This design comes from an exercise in tuning for small area on the open sky130 flow, not from production work.
The RTL was checked by simulation tests, not by an equivalence proof against the original design.
Power and IR drop assume default switching activity.

==> flow/design.v <==
module trsq_bus_fabric (
  input  logic        clk,
  input  logic        reset_n,
  input  logic [7:0]  cpu_addr,
  input  logic [7:0]  cpu_wdata,
  output logic [7:0]  cpu_rdata,
  input  logic        cpu_wr_en,
  input  logic        cpu_rd_en,
  output logic        cpu_stall,
  input  logic [7:0]  cpu_status,
  output logic [7:0]  slv_addr,
  output logic [7:0]  slv_wdata,
  output logic [2:0]  slv_wr_en,
  output logic [2:0]  slv_rd_en,
  input  logic [23:0] slv_rdata,
  input  logic [2:0]  slv_ready,
  output logic        bus_err_irq
);
  logic access;
  assign access = cpu_wr_en | cpu_rd_en;
  logic       ram_sel, slv_any, err_sel, faddr_sel, unmapped;
  logic [2:0] slv_sel;
  assign ram_sel    = ~cpu_addr[7];
  assign slv_sel[0] = cpu_addr[7:2] == 6'b100000;
  assign slv_sel[1] = cpu_addr[7:2] == 6'b100001;
  assign slv_sel[2] = cpu_addr[7:2] == 6'b100100;
  assign slv_any    = |slv_sel;
  assign err_sel    = cpu_addr == 8'hFF;
  assign faddr_sel  = cpu_addr == 8'hFE;
  assign unmapped   = cpu_addr[7] & ~slv_any & ~err_sel & ~faddr_sel;
  assign slv_addr  = cpu_addr;
  assign slv_wdata = cpu_wdata;
  assign slv_wr_en = slv_sel & {3{cpu_wr_en}};
  assign slv_rd_en = slv_sel & {3{cpu_rd_en & ~cpu_wr_en}};
  logic [3:0] wcnt_q;
  logic       pend, abort;
  assign pend      = access & |(slv_sel & ~slv_ready);
  assign abort     = pend & (&wcnt_q);
  assign cpu_stall = pend & ~(&wcnt_q) & reset_n;
  always_ff @(posedge clk or negedge reset_n) begin
    if (!reset_n)                wcnt_q <= 4'd0;
    else if (pend && !(&wcnt_q)) wcnt_q <= wcnt_q + 4'd1;
    else                         wcnt_q <= 4'd0;
  end
  logic       unm_flag_q, to_flag_q, irq_q, fault_ev, err_clr;
  logic [3:0] ecnt_q, ecnt_b;
  logic [7:0] faddr_q;
  assign fault_ev = (access & unmapped) | abort;
  assign err_clr  = cpu_wr_en & err_sel;
  assign ecnt_b   = err_clr ? 4'd0 : ecnt_q;
  always_ff @(posedge clk or negedge reset_n) begin
    if (!reset_n) begin
      unm_flag_q <= 1'b0;
      to_flag_q  <= 1'b0;
      ecnt_q     <= 4'd0;
      faddr_q    <= 8'd0;
      irq_q      <= 1'b0;
    end else begin
      unm_flag_q <= (access & unmapped) | (unm_flag_q & ~err_clr);
      to_flag_q  <= abort | (to_flag_q & ~err_clr);
      ecnt_q     <= (fault_ev && ecnt_b != 4'hF) ? ecnt_b + 4'd1 : ecnt_b;
      if (fault_ev) faddr_q <= cpu_addr;
      irq_q      <= unm_flag_q | to_flag_q;
    end
  end
  assign bus_err_irq = irq_q;
  logic          wr_ram;
  logic [15:0]   col_n;      
  logic [7:0]    grp_n;      
  logic [7:0]    wgrp;       
  logic [127:0]  we, we_n;   
  logic [1023:0] mem_q, mem_d;
  assign wr_ram = cpu_wr_en & ~cpu_addr[7];
  for (genvar i = 0; i < 16; i++) begin : g_col
    assign col_n[i] = cpu_addr[3:0] != 4'(i);
  end
  for (genvar g = 0; g < 8; g++) begin : g_grp
    assign grp_n[g] = cpu_addr[6:4] != 3'(g);
    assign wgrp[g]  = wr_ram & ~grp_n[g];
  end
  for (genvar w = 0; w < 128; w++) begin : g_word
    if (w == 0) begin : g_status
      assign we[w]   = 1'b0;
      assign we_n[w] = 1'b1;
      assign mem_d[7:0] = cpu_status;
    end else begin : g_rw
      assign we_n[w] = ~(wgrp[w/16] & ~col_n[w%16]);
      assign we[w]   = ~we_n[w];
      for (genvar b = 0; b < 8; b++) begin : g_bit
        fab_hold u_hold (.q(mem_q[8*w+b]), .hold(we_n[w]), .d(cpu_wdata[b]), .load(we[w]),
                         .y(mem_d[8*w+b]));
      end
    end
  end
  always_ff @(posedge clk) mem_q <= mem_d;
  logic [7:0] ram_rd_n;
  for (genvar b = 0; b < 8; b++) begin : g_rbit
    logic [7:0] v;
    for (genvar g = 0; g < 8; g++) begin : g_rgrp
      logic [7:0] p;
      logic [3:0] z;
      for (genvar i = 0; i < 8; i++) begin : g_pair
        fab_rd2 u_rd2 (.d0(mem_q[8*(16*g+2*i)+b]), .s0n(col_n[2*i]),
                       .d1(mem_q[8*(16*g+2*i+1)+b]), .s1n(col_n[2*i+1]), .y(p[i]));
      end
      for (genvar i = 0; i < 4; i++) begin : g_nor
        fab_nor2 u_nor2 (.a(p[2*i]), .b(p[2*i+1]), .y(z[i]));
      end
      fab_nand4 u_nand4 (.a(z[0]), .b(z[1]), .c(z[2]), .d(z[3]), .y(v[g]));
    end
    assign ram_rd_n[b] = |(v & ~grp_n);
  end
  logic [7:0] slv_mux;
  always_comb begin
    slv_mux = '0;
    for (int i = 0; i < 3; i++) if (slv_sel[i]) slv_mux = slv_rdata[8*i +: 8];
  end
  always_comb begin
    cpu_rdata = '0;
    if (ram_sel)        cpu_rdata = ~ram_rd_n;
    else if (slv_any)   cpu_rdata = slv_mux | {8{abort}};
    else if (err_sel)   cpu_rdata = {ecnt_q, 2'b00, to_flag_q, unm_flag_q};
    else if (faddr_sel) cpu_rdata = faddr_q;
  end
endmodule
module fab_hold (input logic q, hold, d, load, output logic y);
  assign y = (q & hold) | (d & load);
endmodule
module fab_rd2 (input logic d0, s0n, d1, s1n, output logic y);
  assign y = ~((d0 | s0n) & (d1 | s1n));
endmodule
module fab_nor2 (input logic a, b, output logic y);
  assign y = ~(a | b);
endmodule
module fab_nand4 (input logic a, b, c, d, output logic y);
  assign y = ~(a & b & c & d);
endmodule
clock: 6.0 ns
lec_check: 0
cap_margin: 5
core_margin: 2
core_utilization: 72
cts_buf_list: sky130_fd_sc_hd__clkbuf_8
cts_cluster_diameter: 50
cts_cluster_size: 14
setup_slack_margin: 0.1
slew_margin: 5
synth_hierarchical: 1
standard.sh (not shown) runs the stock make flow with config.mk's settings and CLKGATE_MAP_FILE= SYNTH_SCRIPT=/design/flow/synth_recipe.tcl, a recipe that flattens the netlist after the stock synthesis.
==> flow/flow/run.sh <==
#!/bin/bash
# Layout flow: the standard flow (standard synthesis unchanged) with two changes:
#  - port buffers use the smallest buffer cell (every port still gets its buffer);
#  - clock tree synthesis without dummy loads, clustered leaf buffers of clkbuf_8.
# The full output of the flow goes to standard.log; ORFS keeps each step's log under orfs/logs.
set -o pipefail
export BUFFER_PORTS_ARGS="-buffer_cell sky130_fd_sc_hd__buf_1"
export CTS_ARGS="-sink_clustering_enable -repair_clock_nets -sink_clustering_size 14 -sink_clustering_max_diameter 50 -buf_list sky130_fd_sc_hd__clkbuf_8 -dont_use_dummy_load"
bash standard.sh finish > standard.log 2>&1
Change:
==> flow/run.sh (new file) <==
#!/bin/bash
# synth_recipe.tcl (not shown) runs the flow's synth.tcl, then flattens the netlist and writes it again
# the make line also repeats each setting of config.mk as NAME=value (left out here)
make -C /OpenROAD-flow-scripts/flow DESIGN_CONFIG=/design/flow/config.mk WORK_HOME=/design/flow/orfs CLKGATE_MAP_FILE= SYNTH_SCRIPT=/design/flow/synth_recipe.tcl finish
Settings changed: CAP_MARGIN 5 to 20, CORE_UTILIZATION 72 to 65, SETUP_SLACK_MARGIN 0.1 to 0.3, SLEW_MARGIN 5 to 20.
removed: flow/flow/run.sh
removed: flow/standard.sh
What happened: Count of clock-buffer cells in the layout increases by 13. Via count stays flat. Sequential power barely changes. Design area increases by 4.9%. Fmax increases by 1.6%. Total power increases by 6.2%. Global-route usage decreases by 3.0 points.
Change:
==> flow/flow/run.sh (new file) <==
#!/bin/bash
# Layout flow: the standard flow (standard synthesis unchanged) with two changes:
#  - port buffers use the smallest buffer cell (every port still gets its buffer);
#  - clock tree synthesis without dummy loads, clustered leaf buffers of clkbuf_8.
# The full output of the flow goes to standard.log; ORFS keeps each step's log under orfs/logs.
set -o pipefail
export BUFFER_PORTS_ARGS="-buffer_cell sky130_fd_sc_hd__buf_1"
export CTS_ARGS="-sink_clustering_enable -repair_clock_nets -sink_clustering_size 16 -sink_clustering_max_diameter 55 -buf_list sky130_fd_sc_hd__clkbuf_8 -dont_use_dummy_load"
bash standard.sh finish > standard.log 2>&1
==> flow/standard.sh (new file) <==
#!/bin/bash
# synth_recipe.tcl (not shown) runs the flow's synth.tcl, then flattens the netlist and writes it again
# the make line also repeats each setting of config.mk as NAME=value (left out here)
make -C /OpenROAD-flow-scripts/flow DESIGN_CONFIG=/design/flow/config.mk WORK_HOME=/design/flow/orfs CLKGATE_MAP_FILE= SYNTH_SCRIPT=/design/flow/synth_recipe.tcl "${@:-finish}"
Settings changed: CAP_MARGIN 20 to 5, SETUP_SLACK_MARGIN 0.3 to 0.1, SLEW_MARGIN 20 to 5.
removed: flow/run.sh
After rerunning: The new run completed with no timing, DRC or antenna violations; synthesized area does not change; global-route usage falls by 0.40 points; first-iteration DRC count falls by 5.8%; setup slack got worse by 190 ps; maximum frequency falls by 3.2%; count of clock-buffer cells in the layout falls by 24; die area does not change.

-- what the ideal ports hide --
In the flow no input, the clock included, has a driving cell. The finished layouts below were timed again as built, in two steps.
Step 1 (the two cells are an assumption about what drives the block):
set clk [get_ports {clk}]
set_driving_cell -lib_cell sky130_fd_sc_hd__clkbuf_16 $clk
set_driving_cell -lib_cell sky130_fd_sc_hd__buf_2 [delete_from_list [all_inputs] $clk]
Step 2 times the ports against the registers' clock, not the clock port: input delays grow and output delays shrink by t, the midpoint of the rising clock arrivals with the driver on.
Slacks: no drivers / after step 1 / after step 2; pairs: no drivers / after step 1.
run	shift t [ns]	setup slack, ns	worst setup path at the end	pins driven straight from the clock port
the first run	0.750	0.166 / 0.145 / 0.145	input to output	1
the second run	0.790	0.259 / 0.228 / 0.228	input to output	1
the third run	0.742	0.068 / 0.044 / 0.044	input to output	1
After both steps setup and hold are still met in every run listed. For the second run, which loses most, drivers alone change the setup slack by -0.031 ns; drivers and shift together by -0.031 ns.
